Background: an optimization exercise with open tools, aiming at small area and a short achievable clock period. Do not read the settings as production practice. No activity file was given, so power comes from the tool's default toggle rates.

== before ==
==> flow/design.v <==
`default_nettype none
package alu_pkg;
	localparam int WIDTH   = 32;  
	localparam int LANES   = 4;   
	localparam int LATENCY = 3;   
	localparam int BLK     = 4;   
	localparam int NBLK    = WIDTH / BLK;
	typedef enum logic [2:0] {
		ADD = 3'd0,  
		SUB = 3'd1,  
		SEQ = 3'd2,  
		SNE = 3'd3,  
		SLT = 3'd4,  
		SGT = 3'd5,  
		SLE = 3'd6,  
		SGE = 3'd7   
	} alu_op_e;
endpackage
`default_nettype wire
`timescale 1ns/1ps
`default_nettype none
module op_dispatch (
	input  logic                                     clk,
	input  logic                                     arst_n,
	input  logic                                     in_valid,
	input  logic [2:0]                               op,
	input  logic [alu_pkg::LANES*alu_pkg::WIDTH-1:0] a_bus,
	input  logic [alu_pkg::LANES*alu_pkg::WIDTH-1:0] b_bus,
	output logic                                     req_valid,
	output logic [2:0]                               req_op,
	output logic [alu_pkg::LANES*alu_pkg::WIDTH-1:0] req_sum,   
	output logic [alu_pkg::LANES*alu_pkg::NBLK-1:0]  req_gen    
);
	localparam int WIDTH = alu_pkg::WIDTH;
	localparam int LANES = alu_pkg::LANES;
	localparam int BLK   = alu_pkg::BLK;
	localparam int NBLK  = alu_pkg::NBLK;
	logic                   sub;
	logic [LANES*WIDTH-1:0] b_eff;
	logic [LANES*WIDTH-1:0] sum_d;
	logic [LANES*NBLK-1:0]  gen_d;
	assign sub   = (op != alu_pkg::ADD);  
	assign b_eff = b_bus ^ {(LANES*WIDTH){sub}};
	genvar j;
	generate
		for (j = 0; j < LANES*NBLK; j++)
		begin : g_blk
			assign {gen_d[j], sum_d[j*BLK +: BLK]} =
				{1'b0, a_bus[j*BLK +: BLK]} + {1'b0, b_eff[j*BLK +: BLK]};
		end
	endgenerate
	always_ff @(posedge clk or negedge arst_n)
	begin
		if (!arst_n)
			req_valid <= 1'b0;
		else
			req_valid <= in_valid;
	end
	always_ff @(posedge clk)
	begin
		req_op  <= op;
		req_sum <= sum_d;
		req_gen <= gen_d;
	end
endmodule
`default_nettype wire
`timescale 1ns/1ps
`default_nettype none
module alu_lane (
	input  logic                      clk,
	input  logic [2:0]                req_op,
	input  logic [alu_pkg::WIDTH-1:0] req_sum,   
	input  logic [alu_pkg::NBLK-1:0]  req_gen,   
	output logic [alu_pkg::WIDTH-1:0] result,
	output logic                      cout,
	output logic                      zero
);
	localparam int WIDTH = alu_pkg::WIDTH;
	localparam int BLK   = alu_pkg::BLK;
	localparam int NBLK  = alu_pkg::NBLK;
	logic             sub;
	logic             use_set;
	logic [NBLK-1:0]  prop;       
	logic [NBLK:0]    carry;      
	logic [WIDTH-1:0] sum;
	logic             sum_zero;
	logic             set_bit;
	logic [WIDTH-1:0] lane_res;
	assign sub     = (req_op != alu_pkg::ADD);
	assign use_set = req_op[2] | req_op[1];
	assign carry[0] = sub;  
	genvar j;
	generate
		for (j = 0; j < NBLK; j++)
		begin : g_blk
			assign prop[j]             = &req_sum[j*BLK +: BLK];
			assign carry[j+1]          = req_gen[j] | (prop[j] & carry[j]);
			assign sum[j*BLK +: BLK]   = req_sum[j*BLK +: BLK] + {{(BLK-1){1'b0}}, carry[j]};
		end
	endgenerate
	assign sum_zero = (sum == '0);
	always_comb
	begin
		case (req_op)
			alu_pkg::SEQ: set_bit = sum_zero;
			alu_pkg::SNE: set_bit = ~sum_zero;
			alu_pkg::SLT: set_bit = ~carry[NBLK];
			alu_pkg::SGT: set_bit = carry[NBLK] & ~sum_zero;
			alu_pkg::SLE: set_bit = ~carry[NBLK] | sum_zero;
			default:      set_bit = carry[NBLK];  
		endcase
		lane_res = use_set ? {{(WIDTH-1){1'b0}}, set_bit} : sum;
	end
	always_ff @(posedge clk)
	begin
		result <= lane_res;
		cout   <= carry[NBLK];  
		zero   <= use_set ? ~set_bit : sum_zero;
	end
endmodule
`default_nettype wire
`timescale 1ns/1ps
`default_nettype none
module result_collect (
	input  logic                                     clk,
	input  logic                                     arst_n,
	input  logic                                     req_valid,
	input  logic [alu_pkg::LANES*alu_pkg::WIDTH-1:0] res_result,
	input  logic [alu_pkg::LANES-1:0]                res_cout,
	input  logic [alu_pkg::LANES-1:0]                res_zero,
	output logic                                     out_valid,
	output logic [alu_pkg::LANES*alu_pkg::WIDTH-1:0] result_bus,
	output logic [alu_pkg::LANES-1:0]                carry_bus,
	output logic [alu_pkg::LANES-1:0]                zero_bus
);
	logic res_valid;
	always_ff @(posedge clk or negedge arst_n)
	begin
		if (!arst_n)
		begin
			res_valid <= 1'b0;
			out_valid <= 1'b0;
		end
		else
		begin
			res_valid <= req_valid;
			out_valid <= res_valid;
		end
	end
	always_ff @(posedge clk)
	begin
		result_bus <= res_result;
		carry_bus  <= res_cout;
		zero_bus   <= res_zero;
	end
endmodule
`default_nettype wire
`timescale 1ns/1ps
`default_nettype none
module alu_array_top (
	input  logic         clk,
	input  logic         arst_n,
	input  logic         in_valid,
	input  logic [2:0]   op,          
	input  logic [127:0] a_bus,       
	input  logic [127:0] b_bus,
	output logic         out_valid,
	output logic [127:0] result_bus,
	output logic [3:0]   carry_bus,
	output logic [3:0]   zero_bus
);
	localparam int WIDTH = alu_pkg::WIDTH;
	localparam int LANES = alu_pkg::LANES;
	localparam int NBLK  = alu_pkg::NBLK;
	logic                   req_valid;
	logic [2:0]             req_op;
	logic [LANES*WIDTH-1:0] req_sum;
	logic [LANES*NBLK-1:0]  req_gen;
	logic [LANES*WIDTH-1:0] res_result;
	logic [LANES-1:0]       res_cout;
	logic [LANES-1:0]       res_zero;
	op_dispatch u_dispatch (
		.clk       (clk),
		.arst_n    (arst_n),
		.in_valid  (in_valid),
		.op        (op),
		.a_bus     (a_bus),
		.b_bus     (b_bus),
		.req_valid (req_valid),
		.req_op    (req_op),
		.req_sum   (req_sum),
		.req_gen   (req_gen)
	);
	genvar i;
	generate
		for (i = 0; i < LANES; i++)
		begin : g_lane
			alu_lane u_lane (
				.clk     (clk),
				.req_op  (req_op),
				.req_sum (req_sum[i*WIDTH +: WIDTH]),
				.req_gen (req_gen[i*NBLK +: NBLK]),
				.result  (res_result[i*WIDTH +: WIDTH]),
				.cout    (res_cout[i]),
				.zero    (res_zero[i])
			);
		end
	endgenerate
	result_collect u_collect (
		.clk        (clk),
		.arst_n     (arst_n),
		.req_valid  (req_valid),
		.res_result (res_result),
		.res_cout   (res_cout),
		.res_zero   (res_zero),
		.out_valid  (out_valid),
		.result_bus (result_bus),
		.carry_bus  (carry_bus),
		.zero_bus   (zero_bus)
	);
endmodule
`default_nettype wire
clock: 18.0 ns
lec_check: 0
cap_margin: 20
core_margin: 2
core_utilization: 40
slew_margin: 20
standard.sh (not shown) runs the stock make flow with config.mk's settings and CLKGATE_MAP_FILE= SYNTH_SCRIPT=/design/flow/synth_recipe.tcl, a recipe that flattens the netlist after the stock synthesis.
==> flow/flow/run.sh <==
#!/bin/bash
# The standard layout, with the smallest buffer on every port instead of the
# one buffer_ports picks on its own, and a clock tree of smaller buffers
# without dummy loads.
set -euo pipefail
export BUFFER_PORTS_ARGS="-buffer_cell sky130_fd_sc_hd__buf_1"
export CTS_ARGS="-sink_clustering_enable -repair_clock_nets -dont_use_dummy_load -buf_list {sky130_fd_sc_hd__clkbuf_4 sky130_fd_sc_hd__clkbuf_8}"
bash standard.sh > standard.log 2>&1
## Diff of input files: after against before
--- a/flow/design.v
+++ b/flow/design.v
@@ -28,6 +28,7 @@
 	input  logic [alu_pkg::LANES*alu_pkg::WIDTH-1:0] b_bus,
 	output logic                                     req_valid,
 	output logic [2:0]                               req_op,
+	output logic                                     req_sub,   
 	output logic [alu_pkg::LANES*alu_pkg::WIDTH-1:0] req_sum,   
 	output logic [alu_pkg::LANES*alu_pkg::NBLK-1:0]  req_gen    
 );
@@ -59,6 +60,7 @@
 	always_ff @(posedge clk)
 	begin
 		req_op  <= op;
+		req_sub <= sub;
 		req_sum <= sum_d;
 		req_gen <= gen_d;
 	end
@@ -69,6 +71,7 @@
 module alu_lane (
 	input  logic                      clk,
 	input  logic [2:0]                req_op,
+	input  logic                      req_sub,   
 	input  logic [alu_pkg::WIDTH-1:0] req_sum,   
 	input  logic [alu_pkg::NBLK-1:0]  req_gen,   
 	output logic [alu_pkg::WIDTH-1:0] result,
@@ -78,7 +81,7 @@
 	localparam int WIDTH = alu_pkg::WIDTH;
 	localparam int BLK   = alu_pkg::BLK;
 	localparam int NBLK  = alu_pkg::NBLK;
-	logic             sub;
+	localparam int LVLS  = $clog2(NBLK);
 	logic             use_set;
 	logic [NBLK-1:0]  prop;       
 	logic [NBLK:0]    carry;      
@@ -86,16 +89,48 @@
 	logic             sum_zero;
 	logic             set_bit;
 	logic [WIDTH-1:0] lane_res;
-	assign sub     = (req_op != alu_pkg::ADD);
 	assign use_set = req_op[2] | req_op[1];
-	assign carry[0] = sub;  
-	genvar j;
+	logic [NBLK-1:0] gg [LVLS+1];
+	logic [NBLK-1:0] pp [LVLS+1];
+	genvar j, l;
 	generate
 		for (j = 0; j < NBLK; j++)
 		begin : g_blk
-			assign prop[j]             = &req_sum[j*BLK +: BLK];
-			assign carry[j+1]          = req_gen[j] | (prop[j] & carry[j]);
-			assign sum[j*BLK +: BLK]   = req_sum[j*BLK +: BLK] + {{(BLK-1){1'b0}}, carry[j]};
+			assign prop[j] = &req_sum[j*BLK +: BLK];
+			if (j == 0)
+			begin : g_first
+				assign gg[0][j] = req_gen[j] | (prop[j] & req_sub);
+				assign pp[0][j] = 1'b0;
+			end
+			else
+			begin : g_rest
+				assign gg[0][j] = req_gen[j];
+				assign pp[0][j] = prop[j];
+			end
+		end
+		for (l = 0; l < LVLS; l++)
+		begin : g_lvl
+			for (j = 0; j < NBLK; j++)
+			begin : g_node
+				if (j >= (1 << l))
+				begin : g_comb
+					assign gg[l+1][j] = gg[l][j] | (pp[l][j] & gg[l][j-(1<<l)]);
+					assign pp[l+1][j] = pp[l][j] & pp[l][j-(1<<l)];
+				end
+				else
+				begin : g_pass
+					assign gg[l+1][j] = gg[l][j];
+					assign pp[l+1][j] = pp[l][j];
+				end
+			end
+		end
+	endgenerate
+	assign carry[0] = req_sub;  
+	assign carry[NBLK:1] = gg[LVLS];
+	generate
+		for (j = 0; j < NBLK; j++)
+		begin : g_sum
+			assign sum[j*BLK +: BLK] = req_sum[j*BLK +: BLK] + {{(BLK-1){1'b0}}, carry[j]};
 		end
 	endgenerate
 	assign sum_zero = (sum == '0);
@@ -174,6 +209,7 @@
 	localparam int NBLK  = alu_pkg::NBLK;
 	logic                   req_valid;
 	logic [2:0]             req_op;
+	logic                   req_sub;
 	logic [LANES*WIDTH-1:0] req_sum;
 	logic [LANES*NBLK-1:0]  req_gen;
 	logic [LANES*WIDTH-1:0] res_result;
@@ -188,6 +224,7 @@
 		.b_bus     (b_bus),
 		.req_valid (req_valid),
 		.req_op    (req_op),
+		.req_sub   (req_sub),
 		.req_sum   (req_sum),
 		.req_gen   (req_gen)
 	);
@@ -198,6 +235,7 @@
 			alu_lane u_lane (
 				.clk     (clk),
 				.req_op  (req_op),
+				.req_sub (req_sub),
 				.req_sum (req_sum[i*WIDTH +: WIDTH]),
 				.req_gen (req_gen[i*NBLK +: NBLK]),
 				.result  (res_result[i*WIDTH +: WIDTH]),
Findings:
Taking before as the reference point, the routed wire length of after falls by 900 um. Diff before..after | final-layout clock-cell area share | negligible. In the metrics for after and before, the one carrying the higher synthesized instance count is before. after: post-synthesis mux area share higher than before. | final non-filler cell area | after vs before | better |. In after, the cell count came out 2.8% below the value in before. after vs before — proportion of power drawn by the clock network rose 0.3 points. First-pass GRT wire length shrinks slightly when moving from before to after. ~same power in after and before. On setup skew after layout, the higher figure sits with after, not before. Summary: with before as the reference, tap cell count in after moved down by a little under 10%.
Function was not checked in any run of this note: the RTL went through the layout flow alone.

separate check: timing with driven ports:
The flow's constraints put no driver on any port. The routed layouts listed below were extracted and timed again, unchanged, in two steps.
Step 1 (the two cells are an assumption about what drives the block):
set clk [get_ports {clk}]
set_driving_cell -lib_cell sky130_fd_sc_hd__clkbuf_16 $clk
set_driving_cell -lib_cell sky130_fd_sc_hd__buf_2 [delete_from_list [all_inputs] $clk]
Step 2 adds t to the input delays and takes it off the output delays; t is the mean of the earliest and latest rising clock arrival at the registers after step 1. Input paths then give back, and output paths get back, about the clock's delay inside the block.
a / b / c = ideal / step 1 / step 2; a / b = the first two.
| run | shift t [ns] | setup WS [ns] | worst data-port slew with drivers (ns) | pins driven straight from the clock port |
|---|---|---|---|---|
| before | 0.622 | 12.571 / 12.595 / 11.973 | 0.08 | 1 |
| after | 0.636 | 12.547 / 12.573 / 11.937 | 0.07 | 1 |
After both steps every run listed still meets setup and hold. The setup slack of after, which loses most, moves by +0.026 ns with the drivers and by -0.610 ns with both steps.
